Source: an optimization exercise on an open RTL-to-GDS flow (aim: small area). Production flows keep margins and buffers that such runs may drop.
The RTL was checked by simulation tests, not by an equivalence proof against the original design.
Power and IR drop assume default switching activity.

`flow/config.mk`:
```
export PLATFORM = sky130hd
export DESIGN_NAME = max_unpool
export DESIGN_NICKNAME = max_unpool
export VERILOG_FILES = /design/flow/design.v
export SDC_FILE = /design/flow/constraint.sdc
export NUM_CORES = 4
export LEC_CHECK = 0
export CAP_MARGIN = 20
export CORE_AREA = 10 10 390 390
export DIE_AREA = 0 0 400 400
export SLEW_MARGIN = 20
```
`flow/constraint.sdc`:
```
create_clock -name core_clock -period 4.0 [get_ports {clk}]
set_input_delay 0.8000 -clock core_clock [delete_from_list [all_inputs] [get_ports {clk}]]
set_output_delay 0.8000 -clock core_clock [all_outputs]
set_load 0.01 [all_outputs]
```
`flow/design.v`:
```
module max_unpool #(
    parameter  int unsigned DATA_WIDTH = 16,
    parameter  int unsigned IN_SIZE    = 4,
    localparam int unsigned OUT_SIZE   = 2 * IN_SIZE,
    localparam int unsigned CNT_W      = $clog2(IN_SIZE * IN_SIZE + 1)
) (
    input  logic                                         clk,
    input  logic                                         reset,
    input  logic                                         en,
    input  logic                                         in_valid,
    input  logic [DATA_WIDTH-1:0]                        in_data,
    input  logic [1:0]                                   in_idx,
    output logic                                         in_ready,
    output logic [OUT_SIZE*OUT_SIZE*DATA_WIDTH-1:0]      ofmap,
    output logic                                         done_unpool
);
    localparam int unsigned BEATS = IN_SIZE * IN_SIZE;
    logic [CNT_W-1:0] count_q;
    logic             accept_c;
    logic             last_beat_c;
    logic             start_c;
    always_comb begin
        accept_c    = in_valid && in_ready;
        last_beat_c = accept_c && (count_q == CNT_W'(BEATS - 1));
        start_c     = !in_ready && !done_unpool && en;
    end
    always_ff @(posedge clk or posedge reset) begin
        if (reset) begin
            in_ready    <= 1'b0;
            done_unpool <= 1'b0;
        end else begin
            in_ready    <= start_c || (in_ready && en && !last_beat_c);
            done_unpool <= last_beat_c || (done_unpool && en);
        end
    end
    always_ff @(posedge clk or posedge reset) begin
        if (reset) begin
            count_q <= '0;
        end else if (start_c) begin
            count_q <= '0;
        end else if (accept_c) begin
            count_q <= count_q + CNT_W'(1);
        end
    end
    logic [DATA_WIDTH-1:0] nval_q [BEATS];
    logic [1:0]            idx_q  [BEATS];
    always_ff @(posedge clk) begin
        for (int w = 0; w < BEATS; w++) begin
            if (accept_c && (count_q == CNT_W'(w))) begin
                nval_q[w] <= ~in_data;
                idx_q[w]  <= in_idx;
            end
        end
    end
    always_comb begin
        for (int w = 0; w < BEATS; w++) begin
            for (int p = 0; p < 4; p++) begin
                logic nsel;
                nsel = !((count_q > CNT_W'(w)) && (idx_q[w] == 2'(p)));
                for (int b = 0; b < DATA_WIDTH; b++) begin
                    ofmap[((2*(w/IN_SIZE) + p/2)*OUT_SIZE + 2*(w%IN_SIZE) + p%2)*DATA_WIDTH + b]
                        = !(nval_q[w][b] || nsel);
                end
            end
        end
    end
endmodule
```
`flow/run.sh`:
```
#!/bin/bash
# synth_recipe.tcl (not shown) runs the flow's synth.tcl, then flattens the netlist and writes it again
# the make line also repeats each setting of config.mk as NAME=value (left out here)
make -C /OpenROAD-flow-scripts/flow DESIGN_CONFIG=/design/flow/config.mk WORK_HOME=/design/flow/orfs CLKGATE_MAP_FILE= SYNTH_SCRIPT=/design/flow/synth_recipe.tcl finish
```
==> results of run 1 <==
[sequential cells by signal, summed over array words and instances, names as in the netlist]
register / count
done_unpool: 1
count_q: 5
idx_q: 32
nval_q: 256
in_ready: 1
[power by group through the flow]
stage,sequential [uW],combinational [uW],clock [uW]
finish,3550,1600,3490
global route,3550,1710,3740
CTS,3550,1610,3650
detailed placement,3610,1550,0
global placement,3610,1540,0
floorplan,3570,601,0
[routing by layer]
layer,wire [um],GRT usage
met1,46200,0.163
met5,0,0
met3,12000,0.0431
met2,61400,0.249
met4,3540,0.0407
[how the worst min path moves through the flow]
stage	start	endpoint	cells after the start
finish	reset	count_q[3]	2
global route	reset	count_q[3]	2
CTS	reset	count_q[3]	2
detailed placement	done_unpool	done_unpool	1
global placement	done_unpool	done_unpool	1
floorplan	done_unpool	done_unpool	1
[kinds of logic (layout without fill, tap and decap cells)]
| group | Yosys count | in the layout | synth area share |
|---|---|---|---|
| other | 0 | 7 | 0 |
| XOR/XNOR | 1 | 1 | 0.000579 |
| adder cells (fa/ha/maj) | 5 | 5 | 0.00414 |
| buffers and inverters | 142 | 1251 | 0.0452 |
| flip-flops | 295 | 295 | 0.583 |
| AO/OA/AOI/OAI | 50 | 51 | 0.0290 |
| AND/OR/NAND/NOR | 1120 | 1120 | 0.336 |
| multiplexers | 2 | 2 | 0.00132 |
[layout make-up]
type	instances	area share
antenna	7	0.000586
clock buffer	46	0.0343
clock inverter	26	0.00745
inverter	25	0.00314
multi-input combinational	1179	0.196
sequential	295	0.295
tap	1903	0.0797
timing repair buffer	1154	0.383
[metrics by stage]
stage | TNS (ns) | worst slack (ns) | util | hold slack (ns) | total power, uW
6_report | 0 | 0.0709 | 0.208 | 0.446 | 8630
5_1_grt | -0.0482 | -0.0137 | 0.208 | 0.452 | 9000
4_1_cts | -0.0729 | -0.0468 | 0.207 | 0.394 | 8810
3_5_place_dp | 0 | 0.399 | 0.196 | 0.505 | 5160
3_3_place_gp | 0 | 0.343 | 0.196 | 0.511 | 5150
2_1_floorplan | 0 | 0.588 | - | 0.548 | 4170
[cell usage in the layout, fill, tap and decap left out, types with 7 or more instances in the layout]
cell                n
buf_12             18
buf_4             112
clkbuf_16          40
clkdlybuf4s50_1  1018
clkinv_1            8
diode_2             7
edfxtp_1          288
inv_1               9
inv_2              16
nand2_1            10
nand3b_1            9
nor2_1            777
nor2_2             11
nor2b_1            14
nor3_1            115
nor3b_1            66
nor4_1             48
nor4b_1            30
o21ai_4             9
[timing repair]
action                                 CTS  global route
gates cloned                             1             0
gates resized for setup                 22            10
hold buffers                             0             0
pin swaps                                5             6
setup endpoints to repair              313           179
endpoints found under the hold margin    0             0
buffers inserted                        12            11
==> run summary, run 1 <==
routability cong.=0.835; Rel. slew slack=0.320; # fillers=15700; post-route design area=29900 um2; Die Area=160000 um2; Worst Setup End Kind=output port; # IOs=1048; reg-to-reg endpoint=nval_q[15][9]; number of CTS-inserted buffers=39; Worst-Skew Late Latency=0.60 ns; Synth top area share=0.572; top-count cell post-synth=nor2_1; critical path class=flip-flop to output port; syn_nets=1642; Reg power frac=0.411; largest cells by area after synthesis=edfxtp_1, nor2_1, nor3_1; Post-DP HPWL=92600 um; yosys warns=3; overall via count from detail_route=17700; worst-margin pin slew=1.02 ns; net switching power=2570 uW; CP Max Fanout=17; Internal=6060 uW; via/cell ratio=3.83; layout net count=2721; Reg clk slew, reported paths=0.07 ns; Area after DPL=28200 um2; post-placement cell count=4532; number of stages on the worst setup path=7; maximum vdd drop=0.000244 V; Synth area leader=edfxtp_1; RSZ-0062 raised after global routing=true; number of synthesized flops with an enable pin=288; Critical Path End=ofmap[384]; worst r2r src=count_q[0]; Final min period=3.93 ns; Non-Filler Instances=4635; htree depth=2; status=finished clean; final wirelength=123000 um; power share of the combinational group=0.185; clk buf depth=3; CP startpoint=count_q[3]; clock share of power=0.404; Buf+Inv Stages, Crit Path=4; synth cell count leaders=nor2_1, edfxtp_1, nor3_1; Max Slew Vio Count=0; final antenna-violating net count=0; vias in the first global route=17400; row cnt=139; largest net degree at the start of global routing=49; Multi-input gate area=5860 um2; Die Span X=400 um; final setup vio count=0; Post-Syn Area per Cell=9.36 um2; ys async rst share=0.0237; CP required=3.20 ns; IO buf count=1047; Hold Path Class=primary input to asynchronous set/reset pin; Synth cell types=55; Layout Skew=0.0334 ns; Yosys reg bits=295; Final Hold Vio Count=0; share of layout cells above drive strength 1=0.0976; mapped cell area=15100 um2; total track usage=0.141; clk sinks=295; worst reg2reg setup slack=1.79 ns; FMAX=0.255 GHz; wire per inst=26.6 um; FF/Latch Area=8820 um2; TritonCTS clock tree=built; switch share=0.297; die height=400 um; # DRC=0; Primary FF master, synth=edfxtp_1; CP max stage delay=0.61 ns; first-pass GRT wire length=155000 um; Pwr Density=289 nW/um2; crit-path leading delay family=buffers and inverters; GRT overflow=0; R2R cell count=5; CP Data Arrival Time=3.13 ns; DRT Pass-1 Iters=6; slowest stage cell, crit path=clkdlybuf4s50_1; Final Cycle Share=0.982; Area Overhead vs Synth=97.6%; initial antenna violation count=16; LEAKAGE=0.0100 uW; startpoint types=flip-flop; cell chain of the critical path=buf_6 > nor2_1 > buf_4 > a211o_1 > buf_4 > nor2_1 > clkdlybuf4s50_1; Post-Syn Instances=1615; register area share after synthesis=0.583; CTS Root Buffer Type=clkbuf_16; initial core utilization=0.105; maxcap violations=0; Core Region=143000 um2; initial drt markers=1671
==> run 2: changes to the inputs <==
--- a/flow/config.mk
+++ b/flow/config.mk
@@ -6,4 +6,5 @@
 export NUM_CORES = 4
 export LEC_CHECK = 0
+export ABC_AREA = 1
 export CAP_MARGIN = 20
 export CORE_AREA = 10 10 390 390
==> run 2 against run 1 <==
Still clean on timing, DRC and antenna. Via count is 4.4% lower. Non-clock buffer count is 18 lower. Final area is 3.8% lower. Critical path type unchanged.
==> run summary, run 2 <==
# fillers=15800; Post-DP HPWL=94100 um; max reg flops=256; Synth area leader=edfxtp_1; mapped cell area=14100 um2; Core Region=143000 um2; Primary FF master, synth=edfxtp_1; Max Slew Vio Count=0; ys async rst share=0.0237; cell chain of the critical path=inv_1 > nand2_2 > inv_1 > o21ai_2 > buf_4 > nand3_1 > nor2_1 > clkdlybuf4s50_1; Post-Syn Area per Cell=8.79 um2; vias in the first global route=16200; RSZ-0062 raised after global routing=true; Rel. slew slack=0.260; Final Cycle Share=0.962; Hold Path Class=primary input to asynchronous set/reset pin; Setup WS pre-CTS=0.327 ns; hold-fix buffers at CTS=0; Final min period=3.85 ns; synth cell count leaders=nor2_1, edfxtp_1, inv_1; total negative slack=0 ns; # IOs=1048; Synth top area share=0.612; initial antenna violation count=23; CTS Root Buffer Type=clkbuf_16; final antenna-violating net count=0; DRT Pass-1 Iters=5; TritonCTS clock tree=built; CP Data Arrival Time=3.05 ns; top-count cell post-synth=nor2_1; syn_nets=1634; startpoint types=flip-flop; wire per inst=25.8 um; crit-path leading delay family=buffers and inverters; final wirelength=120000 um; LEAKAGE=0.0102 uW; met1 WL=47200 um; IO buf count=1047; FF/Latch Area=8830 um2; maxcap violations=0; share of layout cells above drive strength 1=0.0973; Buf+Inv Stages, Crit Path=4; largest net degree at the start of global routing=19; status=finished clean; slowest stage cell, crit path=clkdlybuf4s50_1; CP required=3.20 ns; Tot Pwr=8360 uW; register with the most flip-flops=nval_q; yosys warns=3; worst-margin pin slew=1.11 ns; initial drt markers=1635; htree depth=2; Post-Syn Instances=1607; final setup vio count=0; clk buf depth=3; Synth cell types=29; first-pass GRT wire length=150000 um; Yosys reg bits=295; overall via count from detail_route=17000; Reg clk slew, reported paths=0.06 ns; Final Hold Vio Count=0; number of CTS-inserted buffers=38; Worst Setup End Kind=output port; number of synthesized flops with an enable pin=288; critical path class=flip-flop to output port; largest cells by area after synthesis=edfxtp_1, nor2_1, inv_1; row cnt=139; most frequent cells in the layout=nor2_1, clkdlybuf4s50_1, edfxtp_1, buf_4, inv_1; Area Overhead vs Synth=103%; GRT overflow=0; clk sinks=295; Final WS setup=0.153 ns; Top Layer Used=met5; register area share after synthesis=0.625; routability cong.=0.810; CP max stage delay=0.65 ns; # DRC=0; Most common cell on crit path=inv_1; post-route design area=28700 um2; Multi-input gate area=4880 um2; Die Area=160000 um2; total track usage=0.138; CP Max Fanout=8; maximum vdd drop=0.000209 V; Pwr Density=291 nW/um2; met2 wire length=59400 um; most common cell after layout, fill and taps aside=nor2_1; Die Span X=400 um; FMAX=0.260 GHz; via/cell ratio=3.64; Top Registers=nval_q: 256 flops, idx_q: 32 flops, count_q: 5 flops; Layout Skew=0.0335 ns; WL met3=10600 um; Area after DPL=27400 um2; initial core utilization=0.0984; die height=400 um; layout net count=2743; Worst-Skew Late Latency=0.61 ns
[run 2: routing by layer]
layer / GRT usage / vias up
met1: 0.167 / 8454
met5: 0 / -
met2: 0.240 / 1002
met3: 0.0365 / 120
li1: - / 7396
met4: 0.0368 / 2
[run 2: what timing repair did]
item / in CTS / in global routing
pin swaps: 3 / 4
setup buffers: 4 / 2
gates resized for setup: 18 / 7
cloned: 0 / 0
endpoints found under the setup margin: 211 / 76
[run 2: worst register-to-register path, cell delays in order (launching register included)]
cell     delay, ns
dfrtp_1       0.42
nor2_2        0.31
nand2_2       0.21
inv_1         0.24
nand2_2       0.19
nor2_2        0.56
buf_4         0.33
[run 2: cell families (layout without fill, tap and decap cells)]
| group | after synthesis | count (layout) | synth area share |
|---|---|---|---|
| buffers and inverters | 133 | 1271 | 0.0395 |
| other | 0 | 10 | 0 |
| and+or+nand+nor | 1161 | 1161 | 0.326 |
| AOI/OAI and AO/OA | 13 | 13 | 0.00576 |
| DFF | 295 | 295 | 0.625 |
| adders and majority gates | 5 | 5 | 0.00443 |
[run 2: final timing paths]
kind / from / endpoint / slack (ns) / depth (start not counted)
worst min-delay path: reset / count_q[3] / 0.50 / 2
worst max-delay path: count_q[2] / ofmap[202] / 0.15 / 8
worst max register to register: count_q[4] / idx_q[0][1] / 1.44 / 6
worst min register to register: done_unpool / done_unpool / 0.57 / 2
min in group core_clock: done_unpool / done_unpool / 0.57 / 2
max in group asynchronous: reset / count_q[1] / 3.21 / 2
[run 2: power by group]
part / switching (uW) / internal, uW
logic: 842 / 506
registers: 95.2 / 3470
clock network: 1540 / 1910
total: 2470 / 5880
[run 2: layout make-up]
cell class,count,area share
antenna,10,0.000871
clock inverter,27,0.00823
sequential,295,0.307
timing repair buffer,1136,0.389
clock buffer,42,0.0336
tap,1903,0.0828
multi-input combinational,1179,0.170
inverter,66,0.00862
[run 2: through the flow]
stage / std cells / utilization / hold slack (ns)
3_3_place_gp: 4573 / 0.191 / 0.562
3_5_place_dp: 4573 / 0.191 / 0.561
6_report: 4658 / 0.200 / 0.497
2_1_floorplan: 1607 / - / 0.587
4_1_cts: 4646 / 0.200 / 0.453
5_1_grt: 4648 / 0.200 / 0.495
==> run 3: changes to the inputs <==
==> flow/flow/run.sh (new file) <==
#!/bin/bash
# The standard layout, with each port buffered by the smallest buffer cell.
set -euo pipefail
bash standard.sh finish BUFFER_PORTS_ARGS="-buffer_cell sky130_fd_sc_hd__buf_1" > flow_make.log 2>&1
==> flow/standard.sh (new file) <==
#!/bin/bash
# synth_recipe.tcl (not shown) runs the flow's synth.tcl, then flattens the netlist and writes it again
# the make line also repeats each setting of config.mk as NAME=value (left out here)
make -C /OpenROAD-flow-scripts/flow DESIGN_CONFIG=/design/flow/config.mk WORK_HOME=/design/flow/orfs CLKGATE_MAP_FILE= SYNTH_SCRIPT=/design/flow/synth_recipe.tcl "${@:-finish}"
removed: flow/run.sh
==> run 3 against run 2 <==
Still clean on timing, DRC and antenna. Via count increased by 1.3%. Register-to-register slack got worse by 0.05 ns. Synthesized cell count unchanged. Power increased by 3.6%. Maximum frequency increased by 1.7%. Combinational power decreased by 21%. Critical endpoint is now ofmap[346].
==> run summary, run 3 <==
status=finished clean; row cnt=139; final antenna-violating net count=0; DRT Pass-1 Iters=9; CTS Root Buffer Type=clkbuf_16; die height=400 um; Core Region=143000 um2; LEAKAGE=0.00794 uW; Die Span X=400 um; Worst Setup End Kind=output port; total track usage=0.132; GRT overflow=0; IO buf count=1047; RSZ-0062 raised after global routing=true; wire per inst=24.6 um; TritonCTS clock tree=built; largest net degree at the start of global routing=20; met2 wire length=54700 um; Final min period=3.78 ns; register area share after synthesis=0.625; worst-margin pin slew=1.13 ns; number of CTS-inserted buffers=41; vias in the first global route=16200; slowest stage cell, crit path=nand3_1; cell chain of the critical path=nand3_1 > nand2_1 > nand3_1 > nor2_1 > buf_1; CP Max Fanout=16; worst hold margin=0.144 ns; routability cong.=0.905; Most common cell on crit path=nand3_1; clk sinks=295; Pwr Density=385 nW/um2; Post-Syn Area per Cell=8.79 um2; Tot Pwr=8660 uW; htree depth=2; most common cell after layout, fill and taps aside=nor2_1; top-count cell post-synth=nor2_1; max reg flops=256; clk buf depth=3; WL met3=12200 um; # DRC=0; Final Hold Vio Count=0; first-pass GRT wire length=144000 um; Worst-Skew Late Latency=0.63 ns; initial antenna violation count=21; Synth area leader=edfxtp_1; Top Registers=nval_q: 256 flops, idx_q: 32 flops, count_q: 5 flops; mapped cell area=14100 um2; worst reg2reg setup slack=1.39 ns; overall via count from detail_route=17200; CP max stage delay=0.63 ns; Max Slew Vio Count=0; CP Data Arrival Time=2.98 ns; Post-DP HPWL=88600 um; share of layout cells above drive strength 1=0.0786; FMAX=0.264 GHz; Reg clk slew, reported paths=0.06 ns; syn_nets=1634; Primary FF master, synth=edfxtp_1; fin util=0.157; number of synthesized flops with an enable pin=288; synth cell count leaders=nor2_1, edfxtp_1, inv_1; Post-Syn Instances=1607; ys async rst share=0.0237; Layout Skew=0.0334 ns; # IOs=1048; final setup vio count=0; initial core utilization=0.0984; layout net count=2744; CP required=3.20 ns; register with the most flip-flops=nval_q; largest cells by area after synthesis=edfxtp_1, nor2_1, inv_1; maxcap violations=0; maximum vdd drop=0.000248 V; hold-fix buffers at CTS=0; met1 WL=45300 um; Area Overhead vs Synth=59.0%; post-placement cell count=4562; Die Area=160000 um2; startpoint types=flip-flop; via/cell ratio=3.68; critical path class=flip-flop to output port; Final Cycle Share=0.946; Hold Path Class=primary input to asynchronous set/reset pin; Synth cell types=29; Synth top area share=0.612; yosys warns=3; Rel. slew slack=0.247; final wirelength=115000 um; Non-Filler Instances=4677; initial drt markers=2217; Top Layer Used=met5; most frequent cells in the layout=nor2_1, buf_1, edfxtp_1, buf_4, inv_1; Yosys reg bits=295
[run 3: cell types whose count changed in the layout (fill, tap and decap cells not counted), sizes merged]
cell           change
clkdlybuf4s50    -992
buf              +988
diode             +17
bufinv             +5
clkbuf             +4
clkinvlp           -3
clkinv             +1
inv                -1
[run 3: worst max-delay path, delay by kind of cell (launching register included)]
family | cells | cell delay (ns)
simple gates | 4 | 1.63
flops | 1 | 0.52
buf+inv | 1 | 0.19
[run 3: what timing repair did]
item	in CTS	in global routing
endpoints found under the hold margin	0	0
resized for setup	3	4
endpoints found under the setup margin	23	110
pin swaps	4	5
buffers inserted	4	10
[run 3: worst paths after layout]
path,cells after the start,to,startpoint
setup / recovery,5,ofmap[346],count_q[0]
hold / removal,2,count_q[0],reset
setup reg to reg,6,nval_q[0][13],count_q[3]
hold reg to reg,2,done_unpool,done_unpool
max in group asynchronous,2,count_q[1],reset
min in group core_clock,3,done_unpool,en
[run 3: cells by family after synthesis]
kind of cell | Yosys count | share of synthesized area
flops | 295 | 0.625
simple gates | 1161 | 0.326
buf+inv | 133 | 0.0395
compound gates | 13 | 0.00576
fa+ha+maj | 5 | 0.00443
[run 3: where the power goes]
part | internal [uW] | switching [uW] | total, uW
clock | 2370 | 1670 | 4040
sequential | 3470 | 86.5 | 3550
combinational | 226 | 836 | 1060
total | 6070 | 2590 | 8660
[run 3: layout make-up]
cell class                      count  area [um2]
Fill cell                       16300      121000
Multi-Input combinational cell   1179        4830
Clock buffer                       44        1040
Inverter                           66         248
Timing Repair Buffer             1134        4670
Antenna cell                       27        67.6
Clock inverter                     29         402
Tap cell                         1903        2380
Sequential cell                   295        8820
[run 3: metal layers]
| layer | vias up | global-route usage |
|---|---|---|
| li1 | 7423 | - |
| met1 | 8335 | 0.166 |
| met2 | 1255 | 0.219 |
| met3 | 185 | 0.0375 |
| met4 | 4 | 0.0347 |
| met5 | - | 0 |
[run 3: stage by stage]
step	TNS, ns	area, um2	worst slack [ns]
3_5_place_dp	0	20800	0.620
6_report	0	22500	0.217
5_1_grt	-0.0207	22400	-0.0139
3_3_place_gp	0	20800	0.731
2_1_floorplan	0	14100	0.637
4_1_cts	0	22300	0.00348
==> run 4: changes to the inputs <==
--- a/flow/config.mk
+++ b/flow/config.mk
@@ -8,5 +8,6 @@
 export ABC_AREA = 1
 export CAP_MARGIN = 20
-export CORE_AREA = 10 10 390 390
-export DIE_AREA = 0 0 400 400
+export CORE_AREA = 10 10 290 290
+export CTS_BUF_LIST = sky130_fd_sc_hd__clkbuf_4 sky130_fd_sc_hd__clkbuf_8
+export DIE_AREA = 0 0 300 300
 export SLEW_MARGIN = 20
==> run 4 against run 3 <==
Critical path depth is 1 higher. Register-to-register slack better by 0.37 ns. Final area is 7.4% lower. Core utilization is 11 points higher. Critical endpoint is now ofmap[58]. Largest power group is now sequential cells.
==> run summary, run 4 <==
clk buf depth=3; Die Area=90000 um2; met2 GRT Util=0.319; most frequent cells in the layout=nor2_1, buf_1, edfxtp_1, buf_4, clkbuf_8; first-pass GRT wire length=124000 um; top-count cell post-synth=nor2_1; initial antenna violation count=6; Die Span X=300 um; LEAKAGE=0.00767 uW; overall via count from detail_route=16800; Rel. slew slack=0.427; largest net degree at the start of global routing=20; die height=300 um; mapped cell area=14100 um2; total track usage=0.190; register with the most flip-flops=nval_q; cell chain of the critical path=inv_1 > ha_1 > o21ai_2 > nand3_1 > nor2_1 > buf_1; Area Overhead vs Synth=47.2%; Post-Syn Area per Cell=8.79 um2; post-placement cell count=3688; GRT overflow=0; Core Region=77600 um2; row cnt=102; Worst-Skew Late Latency=0.63 ns; final wirelength=92700 um; worst r2r src=count_q[0]; CP required=3.20 ns; synth cell count leaders=nor2_1, edfxtp_1, inv_1; Yosys reg bits=295; clk sinks=295; via/cell ratio=4.42; CP Data Arrival Time=3.12 ns; IO buf count=1047; max reg flops=256; hold-fix buffers at CTS=0; Final min period=3.92 ns; Synth area leader=edfxtp_1; DRT Pass-1 Iters=5; worst-margin pin slew=0.859 ns; grt peak-use layer=met2; vias in the first global route=16100; largest cells by area after synthesis=edfxtp_1, nor2_1, inv_1; # IOs=1048; R2R cell count=7; maximum vdd drop=0.000160 V; routability cong.=0.898; Final Cycle Share=0.979; syn_nets=1634; Post-Syn Instances=1607; startpoint types=flip-flop; GRT met3 Usage=0.0665; FMAX=0.255 GHz; Reg clk slew, reported paths=0.06 ns; status=finished clean; CP max stage delay=0.65 ns; Area after DPL=19600 um2; reg-to-reg endpoint=nval_q[15][6]; Pwr Density=354 nW/um2; worst reg2reg setup slack=1.76 ns; # DRC=0; layout net count=2740; CP Max Fanout=16; critical path class=flip-flop to output port; Synth cell types=29; Final Hold Vio Count=0; Max Slew Vio Count=0; yosys warns=3; Post-DP HPWL=70900 um; post-route design area=20800 um2; Hold Path Class=primary input to asynchronous set/reset pin; Worst Setup End Kind=output port; TritonCTS clock tree=built; initial drt markers=1894; most common cell after layout, fill and taps aside=nor2_1; maxcap violations=0; wire per inst=24.4 um; share of layout cells above drive strength 1=0.0784; final antenna-violating net count=0; Primary FF master, synth=edfxtp_1; Non-Filler Instances=3800; initial core utilization=0.182; Synth top area share=0.612; ys async rst share=0.0237; slowest stage cell, crit path=nand3_1; number of synthesized flops with an enable pin=288; register area share after synthesis=0.625; CTS Root Buffer Type=clkbuf_8; htree depth=2; number of CTS-inserted buffers=52; Layout Skew=0.0329 ns; Top Registers=nval_q: 256 flops, idx_q: 32 flops, count_q: 5 flops; met1 Track Usage GR=0.222; final setup vio count=0; RSZ-0062 raised after global routing=true
run 4: cell count changes in the layout (fill, tap and decap cells not counted), moves of 5 or more:
cell | before | now
buf_4 | 97 | 78
bufinv_16 | 7 | 2
clkbuf_16 | 41 | 0
clkbuf_4 | 2 | 19
clkbuf_8 | 0 | 53
clkinv_1 | 8 | 16
clkinvlp_4 | 0 | 5
diode_2 | 27 | 5
inv_2 | 17 | 7
run 4: area by class of cell:
class	count	area, um2
Fill cell	8520	56800
Sequential cell	295	8820
Multi-Input combinational cell	1179	4850
Timing Repair Buffer	1119	4510
Tap cell	1040	1300
Clock buffer	72	872
Inverter	66	248
Clock inverter	24	183
Antenna cell	5	12.5
run 4: worst max-delay path: cells and delay by family (launching register included):
kind	cells	cell delay, ns
AOI/OAI and AO/OA	1	0.31
adders and majority gates	1	0.31
buffers and inverters	2	0.38
DFF	1	0.53
and+or+nand+nor	2	0.94
run 4: per-layer routing:
| layer | share of wire | wire length, um | vias up |
|---|---|---|---|
| li1 | - | - | 7373 |
| met1 | 0.37 | 34000 | 8054 |
| met2 | 0.48 | 44500 | 1217 |
| met3 | 0.12 | 11000 | 160 |
| met4 | 0.033 | 3050 | 0 |
| met5 | 0 | 0 | - |
run 4: power by group:
part	total, uW	internal (uW)	switching (uW)
Clock	2890	1550	1340
Sequential	3550	3470	83.9
Combinational	931	201	730
run 4: worst max-delay path by stage:
stage | to | startpoint | slack, ns
floorplan | idx_q[4][0] | in_valid | 0.64
global placement | ofmap[999] | count_q[0] | 0.51
detailed placement | ofmap[999] | count_q[0] | 0.52
CTS | ofmap[160] | count_q[1] | -0.01
global route | ofmap[63] | count_q[1] | -0.17
finish | ofmap[58] | count_q[1] | 0.08
run 4: repair_timing:
action	CTS	global route
endpoints found under the setup margin	6	219
buffers inserted	1	9
pin swaps	1	8
resized for setup	4	12
run 4: cell families (layout without fill, tap and decap cells):
kind of cell | Yosys count | in the layout | share of synthesized area
compound gates | 13 | 13 | 0.00576
fa+ha+maj | 5 | 5 | 0.00443
buf+inv | 133 | 1281 | 0.0395
flops | 295 | 295 | 0.625
other cells | 0 | 5 | 0
simple gates | 1161 | 1161 | 0.326
run 4: metrics by stage:
stage / setup slack (ns) / TNS [ns] / hold slack, ns / total power, uW / util
final: 0.0845 / 0 / 0.157 / 7370 / 0.268
after global routing: -0.169 / -5.57 / 0.155 / 7720 / 0.268
after CTS: -0.0122 / -0.0256 / 0.121 / 7480 / 0.266
after detailed placement: 0.525 / 0 / 0.583 / 4550 / 0.252
after global placement: 0.511 / 0 / 0.557 / 4540 / 0.252
after floorplan: 0.637 / 0 / 0.587 / 4030 / -
==> run 5: changes to the inputs <==
--- a/flow/config.mk
+++ b/flow/config.mk
@@ -8,6 +8,6 @@
 export ABC_AREA = 1
 export CAP_MARGIN = 20
-export CORE_AREA = 10 10 290 290
+export CORE_AREA = 8 8 232 232
 export CTS_BUF_LIST = sky130_fd_sc_hd__clkbuf_4 sky130_fd_sc_hd__clkbuf_8
-export DIE_AREA = 0 0 300 300
+export DIE_AREA = 0 0 240 240
 export SLEW_MARGIN = 20
==> run 5 against run 4 <==
The run now fails in I/O pin placement. Area after synthesis unchanged. Synthesized cell count unchanged.
==> run summary, run 5 <==
status=aborted with a tool error; Halt Stage=I/O pin placement; Error=[ERROR PPL-0024] Number of IO pins (1048) exceeds maximum number of available positions (864). Increase the die perimeter from 960.00um to 1425.28um.; top-count cell post-synth=nor2_1; ys async rst share=0.0237; number of synthesized flops with an enable pin=288; syn_nets=1634; Synth top area share=0.612; Die Span X=240 um; die height=240 um; Synth cell types=29; Primary FF master, synth=edfxtp_1; Synth area leader=edfxtp_1; Yosys reg bits=295; largest cells by area after synthesis=edfxtp_1, nor2_1, inv_1; initial core utilization=0.283; yosys warns=3; register area share after synthesis=0.625; Post-Syn Area per Cell=8.79 um2; Post-Syn Instances=1607; mapped cell area=14100 um2; row cnt=82; synth cell count leaders=nor2_1, edfxtp_1, inv_1
[run 5: kinds of logic after synthesis]
kind of cell               Yosys count  share of synthesized area
AOI/OAI and AO/OA                   13                    0.00576
buffers and inverters              133                     0.0395
adders and majority gates            5                    0.00443
and+or+nand+nor                   1161                      0.326
DFF                                295                      0.625
==> run 6: changes to the inputs <==
==> flow/flow/run.sh (replaced) <==
#!/bin/bash
# The standard layout, with each port buffered by the smallest buffer cell and a clock tree
# of small buffers in larger clusters, without dummy loads.
set -euo pipefail
bash standard.sh finish \
  BUFFER_PORTS_ARGS="-buffer_cell sky130_fd_sc_hd__buf_1" \
  CTS_ARGS="-sink_clustering_enable -repair_clock_nets -dont_use_dummy_load -sink_clustering_size 16 -sink_clustering_max_diameter 60 -buf_list {sky130_fd_sc_hd__clkbuf_4 sky130_fd_sc_hd__clkbuf_8}" \
  > flow_make.log 2>&1
--- a/flow/config.mk
+++ b/flow/config.mk
@@ -8,6 +8,5 @@
 export ABC_AREA = 1
 export CAP_MARGIN = 20
-export CORE_AREA = 8 8 232 232
-export CTS_BUF_LIST = sky130_fd_sc_hd__clkbuf_4 sky130_fd_sc_hd__clkbuf_8
-export DIE_AREA = 0 0 240 240
+export CORE_AREA = 10 10 290 290
+export DIE_AREA = 0 0 300 300
 export SLEW_MARGIN = 20
==> run 6 against run 5 <==
The run now finishes clean. Synthesized cell count unchanged. Area after synthesis unchanged.
==> run summary, run 6 <==
status=finished clean; Post-Syn Area per Cell=8.79 um2; most common cell after layout, fill and taps aside=nor2_1; syn_nets=1634; mapped cell area=14100 um2; DRT Pass-1 Iters=6; IO buf count=1047; Hold Path Class=primary input to asynchronous set/reset pin; synth cell count leaders=nor2_1, edfxtp_1, inv_1; Rel. slew slack=0.413; clk buf depth=3; Tot Pwr=6120 uW; final antenna-violating net count=0; # DRC=0; Core Region=77600 um2; Worst Setup End Kind=output port; via/cell ratio=4.45; Reg power frac=0.580; routability cong.=0.898; Synth top area share=0.612; vias in the first global route=15800; Final Hold Vio Count=0; Final min period=3.91 ns; maxcap violations=0; share of layout cells above drive strength 1=0.0588; total track usage=0.187; worst-margin pin slew=0.881 ns; Post-Syn Instances=1607; fin util=0.259; largest cells by area after synthesis=edfxtp_1, nor2_1, inv_1; die height=300 um; clock share of power=0.268; Max Slew Vio Count=0; register area share after synthesis=0.625; Die Area=90000 um2; Worst-Skew Late Latency=0.64 ns; LEAKAGE=0.00733 uW; Primary FF master, synth=edfxtp_1; switch share=0.297; maximum vdd drop=0.000194 V; number of CTS-inserted buffers=29; Layout Skew=0.0725 ns; worst r2r src=count_q[0]; CP Max Fanout=16; critical path class=flip-flop to output port; Area Overhead vs Synth=42.5%; power share of the combinational group=0.152; ys async rst share=0.0237; CTS Root Buffer Type=clkbuf_8; wire per inst=24.6 um; Internal=4300 uW; number of synthesized flops with an enable pin=288; initial core utilization=0.182; first-pass GRT wire length=122000 um; yosys warns=3; total negative slack=0 ns; final wirelength=91900 um; initial antenna violation count=6; Post-DP HPWL=70900 um; register with the most flip-flops=nval_q; FMAX=0.256 GHz; Top Registers=nval_q: 256 flops, idx_q: 32 flops, count_q: 5 flops; CP startpoint=count_q[1]; Synth area leader=edfxtp_1; htree depth=1; initial drt markers=1930; Synth cell types=29; CP required=3.20 ns; startpoint types=flip-flop; RSZ-0062 raised after global routing=true; GRT overflow=0; CP Data Arrival Time=3.11 ns; overall via count from detail_route=16600; Reg clk slew, reported paths=0.07 ns; clk sinks=295; max reg flops=256; row cnt=102; hold-fix buffers at CTS=0; most frequent cells in the layout=nor2_1, buf_1, edfxtp_1, buf_4, inv_1; largest net degree at the start of global routing=20; worst hold margin=0.144 ns; # IOs=1048; top-count cell post-synth=nor2_1; Die Span X=300 um; layout net count=2717; Pwr Density=304 nW/um2; Yosys reg bits=295; final setup vio count=0; TritonCTS clock tree=built; net switching power=1820 uW; Final Cycle Share=0.978
-- run 6: what timing repair did --
item	4_1_cts	5_1_grt
endpoints found under the setup margin	5	212
setup buffers	1	9
pin swaps	1	7
gates resized for setup	4	12
-- run 6: metal layers --
layer,vias up,track usage,share of wire
met5,-,0,0
met4,0,0.0535,0.032
met3,137,0.0643,0.11
met2,1140,0.317,0.48
met1,8067,0.221,0.38
li1,7270,-,-
-- run 6: through the flow --
step / cells / instance area (um2) / setup WS (ns)
after CTS: 3718 / 20000 / 0.00447
after detailed placement: 3688 / 19600 / 0.525
after global placement: 3688 / 19600 / 0.511
final: 3730 / 20100 / 0.0885
after global routing: 3728 / 20100 / -0.160
after floorplan: 1607 / 14100 / 0.637
-- run 6: cells by family (layout without fill, tap and decap cells) --
| kind of cell | Yosys count | after routing | share of synthesized area |
|---|---|---|---|
| other | 0 | 2 | 0 |
| AOI/OAI and AO/OA | 13 | 13 | 0.00576 |
| buffers and inverters | 133 | 1214 | 0.0395 |
| adders and majority gates | 5 | 5 | 0.00443 |
| and+or+nand+nor | 1161 | 1161 | 0.326 |
| DFF | 295 | 295 | 0.625 |
-- run 6: power by group through the flow --
stage          combinational (uW)  clock, uW  sequential (uW)
6_report                      930       1640             3550
5_1_grt                      1010       1840             3550
4_1_cts                       942       1730             3540
3_5_place_dp                  938          0             3610
3_3_place_gp                  934          0             3610
2_1_floorplan                 455          0             3580
-- run 6: cell type report --
| class | count | area, um2 |
|---|---|---|
| tap | 1040 | 1300 |
| fill | 8564 | 57500 |
| sequential | 295 | 8820 |
| clock buffer | 29 | 399 |
| inverter | 66 | 248 |
| timing repair buffer | 1119 | 4510 |
| multi-input combinational | 1179 | 4850 |
| antenna | 2 | 5.00 |
-- run 6: worst paths after layout --
check / end / cells past startpoint / slack, ns
max reg2reg: nval_q[15][3] / 7 / 1.82
min reg2reg: done_unpool / 2 / 0.61
min: in_ready / 2 / 0.14
max in group asynchronous: count_q[1] / 2 / 3.54
max: ofmap[61] / 6 / 0.09
min in group core_clock: done_unpool / 3 / 0.43
-- run 6: worst max-delay path: stages (launching register included) --
cell	delay, ns
dfrtp_1	0.52
inv_1	0.17
ha_1	0.31
o21ai_2	0.33
nand3_1	0.65
nor2_1	0.30
buf_1	0.19
==> run 7: changes to the inputs <==
--- a/flow/config.mk
+++ b/flow/config.mk
@@ -10,3 +10,4 @@
 export CORE_AREA = 10 10 290 290
 export DIE_AREA = 0 0 300 300
+export GPL_TIMING_DRIVEN = 0
 export SLEW_MARGIN = 20
==> run 7 against run 6 <==
Still clean. Sequential power about the same. Sequential share of layout area decreased by 0.25 points. Die area unchanged. Core utilization increased by 0.15 points. Critical path depth increased by 3. Flip-flop and latch count unchanged. Maximum frequency increased by 2.5%. Wire length increased by 4.3%. Clock power decreased by 3%. Combinational power increased by 8%.
==> run summary, run 7 <==
Reg power frac=0.577; Hold Path Class=primary input to asynchronous set/reset pin; Primary FF master, synth=edfxtp_1; CTS Root Buffer Type=clkbuf_8; die height=300 um; Worst Setup End Kind=output port; initial drt markers=1830; total negative slack=0 ns; Synth cell types=29; cell chain of the critical path=ha_1 > inv_1 > nor3_1 > ha_1 > inv_1 > nand4_1 > clkbuf_2 > nor2_1 > buf_1; Reg clk slew, reported paths=0.10 ns; register area share after synthesis=0.625; Final Cycle Share=0.954; final wirelength=95800 um; number of synthesized flops with an enable pin=288; via/cell ratio=4.44; FMAX=0.262 GHz; Layout Skew=0.0850 ns; register with the most flip-flops=nval_q; CP Max Fanout=10; Yosys reg bits=295; Synth area leader=edfxtp_1; RSZ-0062 raised after global routing=true; total track usage=0.196; Die Area=90000 um2; status=finished clean; overall via count from detail_route=16700; first-pass GRT wire length=127000 um; Die Span X=300 um; CP Data Arrival Time=3.01 ns; worst-margin pin slew=1.02 ns; Final Hold Vio Count=0; most frequent cells in the layout=nor2_1, buf_1, edfxtp_1, buf_2, inv_1; final antenna-violating net count=0; CP max stage delay=0.51 ns; DRT Pass-1 Iters=6; LEAKAGE=0.00736 uW; Top Registers=nval_q: 256 flops, idx_q: 32 flops, count_q: 5 flops; initial core utilization=0.182; clock share of power=0.259; # DRC=0; # IOs=1048; Post-DP HPWL=76300 um; layout net count=2746; vias in the first global route=16000; synth cell count leaders=nor2_1, edfxtp_1, inv_1; Rel. slew slack=0.320; syn_nets=1634; CP startpoint=count_q[0]; # fillers=8671; Core Region=77600 um2; clk buf depth=3; Final min period=3.81 ns; TritonCTS clock tree=built; fin util=0.261; Pwr Density=303 nW/um2; Worst-Skew Late Latency=0.65 ns; ys async rst share=0.0237; GRT overflow=0; share of layout cells above drive strength 1=0.0677; max reg flops=256; CP required=3.20 ns; maxcap violations=0; hold-fix buffers at CTS=0; top-count cell post-synth=nor2_1; final setup vio count=0; reg-to-reg endpoint=nval_q[15][6]; Area Overhead vs Synth=43.4%; worst reg2reg setup slack=1.41 ns; Tot Pwr=6140 uW; net switching power=1870 uW; slowest stage cell, crit path=dfrtp_1; Internal=4270 uW; switch share=0.304; Post-Syn Instances=1607; yosys warns=3; most common cell after layout, fill and taps aside=nor2_1; worst r2r src=count_q[0]; routability cong.=0.932; row cnt=102; wire per inst=25.5 um; maximum vdd drop=0.000168 V; critical path class=flip-flop to output port; number of CTS-inserted buffers=27; power share of the combinational group=0.163; Post-Syn Area per Cell=8.79 um2; htree depth=1; clk sinks=295; Critical Path End=ofmap[996]; largest cells by area after synthesis=edfxtp_1, nor2_1, inv_1; IO buf count=1047; largest net degree at the start of global routing=20; Synth top area share=0.612; startpoint types=flip-flop; Max Slew Vio Count=0; R2R cell count=6; initial antenna violation count=8; mapped cell area=14100 um2
[run 7: cell counts after synthesis]
No cell type changed its count.
[run 7: worst min path at each step]
stage / from / to / slack, ns / cells after the start
floorplan: done_unpool / done_unpool / 0.59 / 2
global placement: done_unpool / done_unpool / 0.56 / 2
detailed placement: done_unpool / done_unpool / 0.58 / 2
CTS: reset / done_unpool / 0.09 / 2
global route: reset / done_unpool / 0.14 / 2
finish: reset / done_unpool / 0.12 / 2
[run 7: timing repair]
| action | 4_1_cts | 5_1_grt |
|---|---|---|
| pin swaps | 5 | 7 |
| buffers inserted | 7 | 10 |
| endpoints found under the setup margin | 123 | 244 |
| resized for setup | 15 | 23 |
[run 7: final cells by class]
type	instances	area [um2]	share of cell area
clock buffer	27	372	0.0184
timing repair buffer	1083	4280	0.211
buffer	67	318	0.0157
sequential	295	8820	0.436
tap	1040	1300	0.0643
inverter	66	248	0.0122
multi-input combinational	1179	4900	0.242
antenna	5	12.5	0.000618
[run 7: power groups by stage]
stage	Combinational, uW	Clock (uW)	Sequential, uW
after CTS	993	1650	3540
after global placement	959	0	3610
after detailed placement	986	0	3610
final	1000	1590	3550
after floorplan	455	0	3580
after global routing	1090	1740	3550
[run 7: routing by layer]
metal  share of wire  GRT usage  vias up
met4           0.023     0.0452        0
met5               0          0        -
met3            0.11     0.0642      112
met1            0.38      0.237     8081
met2            0.48      0.332     1141
li1                -          -     7353
[run 7: cell families (layout without fill, tap and decap cells)]
group                      Yosys count  count (layout)  share of synthesized area
and+or+nand+nor                   1161            1161                      0.326
DFF                                295             295                      0.625
buffers and inverters              133            1243                     0.0395
AOI/OAI and AO/OA                   13              13                    0.00576
adders and majority gates            5               5                    0.00443
other                                0               5                          0
[run 7: through the flow]
stage                     std cells  worst slack, ns  hold WS (ns)  area [um2]
after CTS                      3747           -0.105        0.0915       20100
final                          3762            0.185         0.118       20300
after global placement         3694            -1.28         0.557       19400
after detailed placement       3713            0.389         0.577       19600
after global routing           3757          -0.0401         0.137       20200
after floorplan                1607            0.637         0.587       14100
[run 7: worst max-delay path, delay by kind of cell, from the launching register on]
| family | cells | cell delay (ns) |
|---|---|---|
| flops | 1 | 0.51 |
| simple gates | 3 | 0.35 |
| fa+ha+maj | 2 | 0.56 |
| buf+inv | 4 | 0.96 |
==> run 8: changes to the inputs <==
--- a/flow/config.mk
+++ b/flow/config.mk
@@ -7,7 +7,6 @@
 export LEC_CHECK = 0
 export ABC_AREA = 1
-export CAP_MARGIN = 20
+export CAP_MARGIN = 0
 export CORE_AREA = 10 10 290 290
 export DIE_AREA = 0 0 300 300
-export GPL_TIMING_DRIVEN = 0
-export SLEW_MARGIN = 20
+export SLEW_MARGIN = 0
==> run 8 against run 7 <==
Still clean on timing, DRC and antenna. Synthesized cell count stayed put. Die area stayed put. Final area is 0.61% lower. Core utilization is 0.16 points lower. Worst setup slack worse by 0.10 ns. Non-clock buffer count is 32 lower. Area after synthesis stayed put. Clock power is 3% higher. Cell count is 0.82% lower.
==> run summary, run 8 <==
status=finished clean; vias in the first global route=15800; TritonCTS clock tree=built; Max Slew Vio Count=0; Final Cycle Share=0.979; clk buf depth=3; Synth cell types=29; mapped cell area=14100 um2; routability cong.=0.898; number of CTS-inserted buffers=29; die height=300 um; yosys warns=3; CP Data Arrival Time=3.12 ns; DRT Pass-1 Iters=6; clk sinks=295; overall via count from detail_route=16500; GRT overflow=0; reg-to-reg endpoint=nval_q[0][10]; # IOs=1048; via/cell ratio=4.42; initial antenna violation count=6; critical path class=flip-flop to output port; worst reg2reg setup slack=1.49 ns; total negative slack=0 ns; register with the most flip-flops=nval_q; largest cells by area after synthesis=edfxtp_1, nor2_1, inv_1; max reg flops=256; Final min period=3.92 ns; largest net degree at the start of global routing=20; synth cell count leaders=nor2_1, edfxtp_1, inv_1; Reg clk slew, reported paths=0.07 ns; CP Max Fanout=16; Yosys reg bits=295; Die Span X=300 um; # DRC=0; Synth area leader=edfxtp_1; wire per inst=24.6 um; worst-margin pin slew=1.07 ns; post-placement cell count=3688; Worst-Skew Late Latency=0.64 ns; Post-DP HPWL=70900 um; Hold Path Class=primary input to asynchronous set/reset pin; FF/Latch Area=8820 um2; Die Area=90000 um2; fin util=0.259; register area share after synthesis=0.625; CTS Root Buffer Type=clkbuf_8; R2R cell count=5; RSZ-0062 raised after global routing=true; Top Registers=nval_q: 256 flops, idx_q: 32 flops, count_q: 5 flops; Area Overhead vs Synth=42.5%; # fillers=8567; Rel. slew slack=0.283; total track usage=0.187; top-count cell post-synth=nor2_1; Non-Filler Instances=3731; final wirelength=91800 um; syn_nets=1634; maximum vdd drop=0.000196 V; LEAKAGE=0.00733 uW; Final Hold Vio Count=0; Layout Skew=0.0786 ns; Post-Syn Area per Cell=8.79 um2; startpoint types=flip-flop; Synth top area share=0.612; worst hold margin=0.144 ns; Primary FF master, synth=edfxtp_1; final setup vio count=0; worst r2r src=count_q[2]; CP required=3.20 ns; most common cell after layout, fill and taps aside=nor2_1; share of layout cells above drive strength 1=0.0584; number of synthesized flops with an enable pin=288; Worst Setup End Kind=output port; final antenna-violating net count=0; Pwr Density=304 nW/um2; layout net count=2716; htree depth=1; initial drt markers=1848; FMAX=0.255 GHz; most frequent cells in the layout=nor2_1, buf_1, edfxtp_1, buf_4, inv_1; Core Region=77600 um2; initial core utilization=0.182; Post-Syn Instances=1607; Critical Path End=ofmap[58]; first-pass GRT wire length=122000 um; row cnt=102; CP startpoint=count_q[1]; ys async rst share=0.0237; IO buf count=1047; maxcap violations=0; Multi-input gate area=4850 um2
[run 8: cell counts after synthesis]
No cell type changed its count.
[run 8: what timing repair did]
| action | in CTS | in global routing |
|---|---|---|
| buffers inserted | 1 | 9 |
| pin swaps | 1 | 7 |
| resized for setup | 4 | 12 |
| setup endpoints to repair | 5 | 212 |
| hold buffers | 0 | 0 |
[run 8: critical path, cell delays in order (launching register included)]
cell and delay (ns):
dfrtp_1 0.52, inv_1 0.17, ha_1 0.31, o21ai_2 0.33
nand3_1 0.65, nor2_1 0.29, buf_1 0.21
[run 8: final cells by class]
type / instances / share of cell area
sequential: 295 / 0.438
multi-input combinational: 1179 / 0.241
timing repair buffer: 1118 / 0.223
tap: 1040 / 0.0647
clock buffer: 29 / 0.0198
inverter: 66 / 0.0123
antenna: 4 / 0.000497
[run 8: how the worst min path moves through the flow]
stage | start | to | slack, ns
2_1_floorplan | done_unpool | done_unpool | 0.59
3_3_place_gp | done_unpool | done_unpool | 0.56
3_5_place_dp | in_ready | in_ready | 0.58
4_1_cts | reset | in_ready | 0.12
5_1_grt | reset | in_ready | 0.14
6_report | reset | in_ready | 0.14
[run 8: metal layers]
layer | routed length (um) | global-route usage | up-vias
met3 | 10100 | 0.0643 | 134
met2 | 44400 | 0.317 | 1151
li1 | - | - | 7270
met4 | 2890 | 0.0535 | 0
met5 | 0 | 0 | -
met1 | 34500 | 0.221 | 7947
[run 8: logic make-up after synthesis]
logic type      share of synthesized area
compound gates                    0.00576
fa+ha+maj                         0.00443
buf+inv                            0.0395
flops                               0.625
simple gates                        0.326
[run 8: metrics by stage]
| step | instance area (um2) | worst slack [ns] | total power [uW] |
|---|---|---|---|
| floorplan | 14100 | 0.637 | 4030 |
| global placement | 19600 | 0.511 | 4540 |
| detailed placement | 19600 | 0.525 | 4550 |
| CTS | 20000 | 0.00447 | 6220 |
| global route | 20100 | -0.160 | 6400 |
| finish | 20100 | 0.0838 | 6120 |
[run 8: where the power goes]
part	internal (uW)	leakage, uW	switching (uW)
combinational	197	0.00443	730
sequential	3460	0.00269	83.0
clock	638	0.000209	1000
==> run 9: changes to the inputs <==
==> flow/flow/run.sh (replaced) <==
#!/bin/bash
# The standard layout, with each port buffered by the smallest buffer cell, pins one track
# apart, and a clock tree of small buffers in larger clusters, without dummy loads.
set -euo pipefail
bash standard.sh finish \
  BUFFER_PORTS_ARGS="-buffer_cell sky130_fd_sc_hd__buf_1" \
  PLACE_PINS_ARGS="-min_distance 1 -min_distance_in_tracks" \
  CTS_ARGS="-sink_clustering_enable -repair_clock_nets -dont_use_dummy_load -sink_clustering_size 16 -sink_clustering_max_diameter 60 -buf_list {sky130_fd_sc_hd__clkbuf_4 sky130_fd_sc_hd__clkbuf_8}" \
  > flow_make.log 2>&1
--- a/flow/config.mk
+++ b/flow/config.mk
@@ -7,6 +7,6 @@
 export LEC_CHECK = 0
 export ABC_AREA = 1
-export CAP_MARGIN = 0
-export CORE_AREA = 10 10 290 290
-export DIE_AREA = 0 0 300 300
-export SLEW_MARGIN = 0
+export CAP_MARGIN = 20
+export CORE_AREA = 6 6 214 214
+export DIE_AREA = 0 0 220 220
+export SLEW_MARGIN = 20
==> run 9 against run 8 <==
Largest power group unchanged. Hold slack lost 0.035 ns. Core utilization is 19 points higher. Critical endpoint is now ofmap[188]. Die area down 46%. Register-to-register slack got worse by 0.05 ns. Largest cell class unchanged. Wire length down 25%. First-iteration DRC count fell by 20%. Cell count is 14% lower. Global-route usage rose by 6.8 points.
==> run summary, run 9 <==
status=finished clean; switch share=0.283; Die Area=48400 um2; Synth area leader=edfxtp_1; net switching power=1680 uW; hold-fix buffers at CTS=0; Synth cell types=29; maximum vdd drop=0.000148 V; CTS Root Buffer Type=clkbuf_8; CP Max Fanout=16; register area share after synthesis=0.625; layout net count=2675; power share of the combinational group=0.142; RSZ-0062 raised after global routing=true; Top Registers=nval_q: 256 flops, idx_q: 32 flops, count_q: 5 flops; Internal=4270 uW; post-placement cell count=3187; Final WS setup=0.182 ns; wire per inst=21.4 um; mapped cell area=14100 um2; final wirelength=68900 um; Setup WS pre-CTS=0.748 ns; Rel. slew slack=0.250; maxcap violations=0; worst-margin pin slew=1.12 ns; # fillers=4097; top-count cell post-synth=nor2_1; Yosys reg bits=295; number of synthesized flops with an enable pin=288; Final Hold Vio Count=0; yosys warns=3; synth cell count leaders=nor2_1, edfxtp_1, inv_1; Area Overhead vs Synth=35.6%; Final Cycle Share=0.954; Hold Path Class=primary input to asynchronous set/reset pin; Tot Pwr=5950 uW; FMAX=0.262 GHz; clk buf depth=3; Reg clk slew, reported paths=0.08 ns; syn_nets=1634; Die Span X=220 um; number of CTS-inserted buffers=28; total track usage=0.255; Synth top area share=0.612; DRT Pass-1 Iters=23; Worst-Skew Late Latency=0.58 ns; Final min period=3.82 ns; cell chain of the critical path=inv_1 > ha_1 > o21ai_2 > nand3_1 > nor2_1 > buf_1; ys async rst share=0.0237; CP max stage delay=0.60 ns; critical path class=flip-flop to output port; most common cell after layout, fill and taps aside=nor2_1; final antenna-violating net count=0; most frequent cells in the layout=nor2_1, buf_1, edfxtp_1, inv_1, nand3_1; Non-Filler Instances=3226; die height=220 um; overall via count from detail_route=16700; Primary FF master, synth=edfxtp_1; LEAKAGE=0.00713 uW; CP Data Arrival Time=3.02 ns; vias in the first global route=15200; CP required=3.20 ns; # DRC=0; Layout Skew=0.0617 ns; register with the most flip-flops=nval_q; Core Region=42300 um2; Post-Syn Instances=1607; clk sinks=295; Worst Setup End Kind=output port; R2R cell count=6; max reg flops=256; largest net degree at the start of global routing=20; clock share of power=0.262; initial drt markers=1472; startpoint types=flip-flop; first-pass GRT wire length=93800 um; htree depth=1; # IOs=1048; slowest stage cell, crit path=nand3_1; row cnt=75; Post-Syn Area per Cell=8.79 um2; initial antenna violation count=6; initial core utilization=0.334; Reg power frac=0.595; final setup vio count=0; Pwr Density=311 nW/um2; Post-DP HPWL=49900 um; IO buf count=1047; routability cong.=0.932; via/cell ratio=5.18; largest cells by area after synthesis=edfxtp_1, nor2_1, inv_1; Max Slew Vio Count=0; GRT overflow=0; share of layout cells above drive strength 1=0.0336; TritonCTS clock tree=built
[run 9: cell counts after synthesis]
No cell type changed its count.
[run 9: cell type report]
cell class                      instances  area [um2]  share of cell area
Timing Repair Buffer                 1078        4160               0.217
Tap cell                              577         722              0.0377
Clock buffer                           28         385              0.0201
Sequential cell                       295        8820               0.461
Antenna cell                            3        7.51            0.000392
Multi-Input combinational cell       1179        4810               0.251
Inverter                               66         248              0.0129
[run 9: what timing repair did]
item,CTS,global route
setup endpoints to repair,0,115
gates resized for setup,0,5
hold endpoints to repair,0,0
setup buffers,0,8
[run 9: worst max-delay path: cells and delay by family (launching register included)]
family,cells,cell delay (ns)
AO/OA/AOI/OAI,1,0.34
flip-flops,1,0.52
buffers and inverters,2,0.37
AND/OR/NAND/NOR,2,0.89
adder cells (fa/ha/maj),1,0.32
[run 9: cells by family after synthesis]
group,synth area share
AOI/OAI and AO/OA,0.00576
and+or+nand+nor,0.326
DFF,0.625
buffers and inverters,0.0395
adders and majority gates,0.00443
[run 9: path summary, 6_finish.rpt]
check                            endpoint  slack (ns)       start
setup / recovery               ofmap[188]        0.18  count_q[1]
hold / removal                done_unpool        0.11       reset
setup reg to reg           nval_q[15][15]        1.44  count_q[0]
hold reg to reg                  in_ready        0.58    in_ready
max in group asynchronous      count_q[4]        3.61       reset
min in group core_clock       done_unpool        0.47          en
[run 9: through the flow]
step / cell area, um2 / utilization / TNS, ns / hold slack (ns)
6_report: 19200 / 0.453 / 0 / 0.109
5_1_grt: 19200 / 0.453 / -1.18 / 0.107
4_1_cts: 19100 / 0.450 / 0 / 0.0780
3_5_place_dp: 18700 / 0.441 / 0 / 0.567
3_3_place_gp: 18700 / 0.441 / 0 / 0.547
2_1_floorplan: 14100 / - / 0 / 0.587
[run 9: per-layer routing]
| metal | wire length [um] | up-vias | global-route usage |
|---|---|---|---|
| li1 | - | 7187 | - |
| met4 | 5400 | 2 | 0.166 |
| met1 | 23700 | 7578 | 0.287 |
| met2 | 33100 | 1469 | 0.426 |
| met5 | 13 | - | 0 |
| met3 | 6730 | 474 | 0.0684 |
[run 9: power by group through the flow]
stage | logic (uW) | clock network (uW) | registers, uW
after floorplan | 455 | 0 | 3580
after global placement | 830 | 0 | 3600
after detailed placement | 837 | 0 | 3610
after CTS | 839 | 1610 | 3540
after global routing | 903 | 1720 | 3550
final | 848 | 1560 | 3540
==> run 10: changes to the inputs <==
--- a/flow/config.mk
+++ b/flow/config.mk
@@ -10,3 +10,4 @@
 export CORE_AREA = 6 6 214 214
 export DIE_AREA = 0 0 220 220
+export PLACE_DENSITY = 0.45
 export SLEW_MARGIN = 20
==> run 10 against run 9 <==
Via count fell by 2.6%. Die area did not move. Sequential power barely moved. Hold slack better by 0.041 ns. Power decreased by 1.4%. Wire length rose by 4.1%. Critical path depth is the same. Cell count shrank 0.19%.
==> run summary, run 10 <==
total negative slack=0 ns; Synth top area share=0.612; yosys warns=3; Area Overhead vs Synth=35.2%; final wirelength=71800 um; overall via count from detail_route=16300; # DRC=0; Die Area=48400 um2; Pwr Density=307 nW/um2; met2 GRT Util=0.455; initial antenna violation count=3; Yosys reg bits=295; RSZ-0062 raised after global routing=false; switch share=0.283; Final Hold Vio Count=0; top-count cell post-synth=nor2_1; Non-Filler Instances=3220; via/cell ratio=5.05; Hold Path Class=primary input to asynchronous set/reset pin; ys async rst share=0.0237; CP Max Fanout=16; power share of the combinational group=0.143; met1 Track Usage GR=0.314; grt peak-use layer=met2; Internal=4210 uW; Reg clk slew, reported paths=0.08 ns; setup bufs post-CTS=0; Buf+Inv Stages, Crit Path=2; cell chain of the critical path=inv_1 > ha_1 > o21ai_2 > nand3_1 > nor2_1 > buf_1; number of synthesized flops with an enable pin=288; Reg power frac=0.603; share of layout cells above drive strength 1=0.0310; status=finished clean; largest family of logic cells by synthesized area=simple AND/OR/NAND/NOR gates; most common cell after layout, fill and taps aside=nor2_1; LEAKAGE=0.00712 uW; Core Region=42300 um2; XOR/XNOR Fraction of Synth Area=0; slowest stage cell, crit path=nand3_1; final antenna-violating net count=0; worst hold margin=0.150 ns; max reg flops=256; net switching power=1660 uW; clk buf depth=3; row cnt=75; routability cong.=0.900; # IOs=1048; Rel. slew slack=0.254; CP max stage delay=0.62 ns; number of stages on the worst setup path=6; Worst-Skew Late Latency=0.57 ns; synth cell count leaders=nor2_1, edfxtp_1, inv_1; register with the most flip-flops=nval_q; Layout Skew=0.0646 ns; mux cell area share after synthesis=0; Post-Syn Instances=1607; Synth area leader=edfxtp_1; Post-Syn Area per Cell=8.79 um2; Final Cycle Share=0.941; IO buf count=1047; vias in the first global route=15100; R2R cell count=4; Multi-input gate area=4780 um2; CTS Root Buffer Type=clkbuf_8; Top Registers=nval_q: 256 flops, idx_q: 32 flops, count_q: 5 flops; Worst Setup End Kind=output port; CP Data Arrival Time=2.97 ns; die height=220 um; FMAX=0.266 GHz; final setup vio count=0; clock share of power=0.254; crit-path leading delay family=simple AND/OR/NAND/NOR gates; Setup WS pre-CTS=0.808 ns; syn_nets=1634; clk sinks=295; largest cells by area after synthesis=edfxtp_1, nor2_1, inv_1; maxcap violations=0; # fillers=4222; mapped cell area=14100 um2; Max Slew Vio Count=0; Synth Area in Adders=0.00443; startpoint types=flip-flop; post-CTS resize count=0; first-pass GRT wire length=97400 um; Synth cell types=29; GRT overflow=0; compound-cell area share of the yosys netlist=0.00576; initial drt markers=1187; Final min period=3.77 ns; Synth Area in Simple Gates=0.326; hold-fix buffers at CTS=0; post-placement cell count=3194; htree depth=1; critical path class=flip-flop to output port; register area share after synthesis=0.625; worst-margin pin slew=1.12 ns; maximum vdd drop=0.000189 V; initial core utilization=0.334; largest net degree at the start of global routing=19; FF/Latch Area=8820 um2; total track usage=0.267; Primary FF master, synth=edfxtp_1; DRT Pass-1 Iters=5; most frequent cells in the layout=nor2_1, buf_1, edfxtp_1, inv_1, nand3_1; CP required=3.20 ns; GRT met3 Usage=0.0567; Die Span X=220 um; number of CTS-inserted buffers=25; layout net count=2671; Post-DP HPWL=52000 um; wire per inst=22.3 um; Final WS setup=0.234 ns; fin util=0.451; TritonCTS clock tree=built
## run 10: worst paths after layout
path                            endpoint         from  slack, ns
max in group asynchronous     count_q[1]        reset       3.58
setup reg to reg           nval_q[2][14]   count_q[0]       1.92
setup / recovery              ofmap[170]   count_q[1]       0.23
hold reg to reg              done_unpool  done_unpool       0.58
hold / removal                count_q[2]        reset       0.15
min in group core_clock         in_ready           en       0.50
## run 10: metrics by stage
step	power [uW]	area, um2
global placement	4440	18700
global route	6070	19100
detailed placement	4440	18800
CTS	5900	19100
finish	5870	19100
floorplan	4030	14100
## run 10: logic make-up (layout without fill, tap and decap cells)
family	after synthesis	count (layout)
AO/OA/AOI/OAI	13	13
adder cells (fa/ha/maj)	5	5
buffers and inverters	133	1168
flip-flops	295	295
other	0	1
AND/OR/NAND/NOR	1161	1161
## run 10: worst register-to-register path: stages, from the launching register on
cell and delay, ns:
dfrtp_1 0.50, inv_1 0.20, ha_1 0.21, nand2_1 0.07, nor2_2 0.72
## run 10: per-layer routing
metal / up-vias / part of all wire
met2: 1174 / 0.49
met3: 319 / 0.086
met4: 0 / 0.060
met5: - / 0
met1: 7607 / 0.37
li1: 7177 / -
## run 10: layout make-up
class,instances,area share
Sequential cell,295,0.462
Multi-Input combinational cell,1179,0.250
Timing Repair Buffer,1077,0.219
Tap cell,577,0.0378
Clock buffer,25,0.0180
Inverter,66,0.0130
Antenna cell,1,0.000131
## run 10: power by group through the flow
stage          clock network [uW]  registers (uW)  logic [uW]
3_3_place_gp                    0            3610         831
5_1_grt                      1620            3550         900
6_report                     1490            3540         840
4_1_cts                      1530            3540         833
2_1_floorplan                   0            3580         455
3_5_place_dp                    0            3610         830
==> run 11: changes to the inputs <==
--- a/flow/config.mk
+++ b/flow/config.mk
@@ -8,6 +8,6 @@
 export ABC_AREA = 1
 export CAP_MARGIN = 20
-export CORE_AREA = 6 6 214 214
-export DIE_AREA = 0 0 220 220
-export PLACE_DENSITY = 0.45
+export CORE_AREA = 5 5 205 205
+export DIE_AREA = 0 0 210 210
+export PLACE_DENSITY = 0.5
 export SLEW_MARGIN = 20
==> run 11 against run 10 <==
Still clean on timing, DRC and antenna. Synthesized cell count stayed put. Global-route usage is 1.9 points higher. Sequential power hardly changed. Power is 0.71% higher. Wire length is 4.2% lower. Clock-buffer cell count is 2 higher. Clock skew is 0.028 ns lower. Non-clock buffer count is 6 higher. Clock power is 4% higher. Sequential share of layout area hardly changed. Highest routed layer unchanged.
==> run summary, run 11 <==
post-placement cell count=3135; Top Registers=nval_q: 256 flops, idx_q: 32 flops, count_q: 5 flops; synth cell count leaders=nor2_1, edfxtp_1, inv_1; slowest stage cell, crit path=nand3_1; post-route design area=19100 um2; CTS Root Buffer Type=clkbuf_8; first-pass GRT wire length=95800 um; Primary FF master, synth=edfxtp_1; share of layout cells above drive strength 1=0.0358; Final min period=3.83 ns; Die Area=44100 um2; number of CTS-inserted buffers=27; Yosys reg bits=295; Tot Pwr=5910 uW; Post-Syn Instances=1607; clk buf depth=3; # DRC=0; Final Hold Vio Count=0; die height=210 um; wire per inst=21.6 um; yosys warns=3; GRT overflow=0; layout net count=2679; Max Slew Vio Count=0; Worst Setup End Kind=output port; htree depth=1; Non-Filler Instances=3177; syn_nets=1634; CP max stage delay=0.66 ns; initial core utilization=0.356; total track usage=0.286; Core Region=39600 um2; IO buf count=1047; maxcap violations=0; Pwr Density=309 nW/um2; cell chain of the critical path=nor2_1 > o21ai_0 > nand3_1 > nor2_1 > buf_1; # IOs=1048; LEAKAGE=0.00716 uW; most common cell after layout, fill and taps aside=nor2_1; total negative slack=0 ns; most frequent cells in the layout=nor2_1, buf_1, edfxtp_1, inv_1, nand3_1; register area share after synthesis=0.625; initial drt markers=1628; vias in the first global route=15000; critical path class=flip-flop to output port; mapped cell area=14100 um2; DRT Pass-1 Iters=6; maximum vdd drop=0.000209 V; initial antenna violation count=1; largest net degree at the start of global routing=20; worst-margin pin slew=1.15 ns; Die Span X=210 um; overall via count from detail_route=16400; final wirelength=68800 um; Post-Syn Area per Cell=8.79 um2; number of synthesized flops with an enable pin=288; RSZ-0062 raised after global routing=true; final setup vio count=0; max reg flops=256; Synth cell types=29; CP Data Arrival Time=3.03 ns; CP Max Fanout=16; largest cells by area after synthesis=edfxtp_1, nor2_1, inv_1; routability cong.=0.980; via/cell ratio=5.17; Rel. slew slack=0.235; Area Overhead vs Synth=35.4%; ys async rst share=0.0237; final antenna-violating net count=0; top-count cell post-synth=nor2_1; Post-DP HPWL=49400 um; hold-fix buffers at CTS=0; status=finished clean; Reg clk slew, reported paths=0.09 ns; Final Cycle Share=0.958; register with the most flip-flops=nval_q; CP required=3.20 ns; TritonCTS clock tree=built; Area after DPL=18600 um2; row cnt=73; clk sinks=295; Layout Skew=0.0361 ns; Hold Path Class=primary input to asynchronous set/reset pin; Most common cell on crit path=nor2_1; Synth area leader=edfxtp_1; Synth top area share=0.612; # fillers=3911; startpoint types=flip-flop; Worst-Skew Late Latency=0.56 ns; FMAX=0.261 GHz
## run 11: path summary, 6_finish.rpt
check / slack (ns) / to / depth (start not counted) / start
setup / recovery: 0.17 / ofmap[273] / 5 / count_q[0]
hold / removal: 0.12 / count_q[1] / 2 / reset
setup reg to reg: 1.48 / nval_q[15][12] / 6 / count_q[0]
hold reg to reg: 0.58 / done_unpool / 2 / done_unpool
max in group asynchronous: 3.64 / count_q[4] / 2 / reset
min in group core_clock: 0.53 / in_ready / 3 / en
## run 11: power breakdown
| part | switching [uW] | leakage, uW | internal, uW |
|---|---|---|---|
| Combinational | 643 | 0.00428 | 182 |
| Clock | 945 | 0.000194 | 601 |
| Sequential | 75.6 | 0.00269 | 3460 |
## run 11: per-stage QoR
step                hold WS (ns)  setup slack (ns)  utilization
floorplan                  0.587             0.637            -
global placement           0.580             0.825        0.469
detailed placement         0.568             0.771        0.470
CTS                       0.0901             0.122        0.479
global route               0.133           -0.0635        0.482
finish                     0.125             0.166        0.482
## run 11: cells by family after synthesis
kind of cell    Yosys count  synth area share
compound gates           13           0.00576
fa+ha+maj                 5           0.00443
buf+inv                 133            0.0395
flops                   295             0.625
simple gates           1161             0.326
## run 11: repair_timing
item / 4_1_cts / 5_1_grt
setup endpoints to repair: 0 / 76
resized for setup: 0 / 3
buffers inserted: 0 / 13
endpoints found under the hold margin: 0 / 0
## run 11: worst max-delay path, delay by kind of cell, from the launching register on
family                 cells  cell delay, ns
flip-flops                 1            0.55
buffers and inverters      1            0.19
AND/OR/NAND/NOR            3            1.18
AO/OA/AOI/OAI              1            0.55
## run 11: per-layer routing
| layer | vias up | global-route usage | share of wire |
|---|---|---|---|
| met5 | - | 0 | 0 |
| met4 | 0 | 0.170 | 0.072 |
| met3 | 354 | 0.0618 | 0.086 |
| met2 | 1147 | 0.486 | 0.48 |
| met1 | 7717 | 0.332 | 0.36 |
| li1 | 7201 | - | - |
## run 11: layout make-up
type	instances	area, um2	area share
multi-input combinational	1179	4800	0.251
timing repair buffer	1083	4220	0.221
antenna	2	5.00	0.000262
sequential	295	8820	0.461
inverter	66	248	0.0130
clock buffer	27	372	0.0194
tap	525	657	0.0343

[port drivers added, routing unchanged]
How much do the figures lean on ideal ports? The routed layouts below were timed once more, with nothing changed but the port constraints. Step 1: set_driving_cell puts a clkbuf_16 on clk and a buf_2 on each other input, an assumption about the parent block. Step 2 adds t to the input delays and takes it off the output delays; t is the mean of the earliest and latest rising clock arrival at the registers after step 1. Input paths then give back, and output paths get back, about the clock's delay inside the block. a / b / c = ideal ports / drivers / drivers and shift; a / b = the first two.
run	t (ns)	setup slack, ns	hold WS [ns]	worst setup path at the end
run 1	0.643	0.071 / 0.009 / 0.652	0.446 / 0.475 / 0.523	register to output
run 2	0.649	0.153 / 0.089 / 0.738	0.497 / 0.534 / 0.573	register to output
run 3	0.671	0.217 / 0.158 / 0.829	0.144 / 0.178 / 0.585	register to output
run 4	0.667	0.085 / 0.030 / 0.698	0.157 / 0.172 / 0.590	register to output
run 6	0.671	0.089 / 0.034 / 0.706	0.144 / 0.165 / 0.605	register to output
run 7	0.673	0.185 / 0.127 / 0.800	0.118 / 0.123 / 0.591	register to output
run 8	0.670	0.084 / 0.029 / 0.700	0.144 / 0.161 / 0.600	register to output
run 9	0.617	0.182 / 0.131 / 0.748	0.109 / 0.124 / 0.579	register to output
run 10	0.594	0.234 / 0.182 / 0.775	0.150 / 0.163 / 0.576	register to output
run 11	0.597	0.166 / 0.119 / 0.716	0.125 / 0.139 / 0.577	register to output
After both steps setup and hold are still met in every run listed.
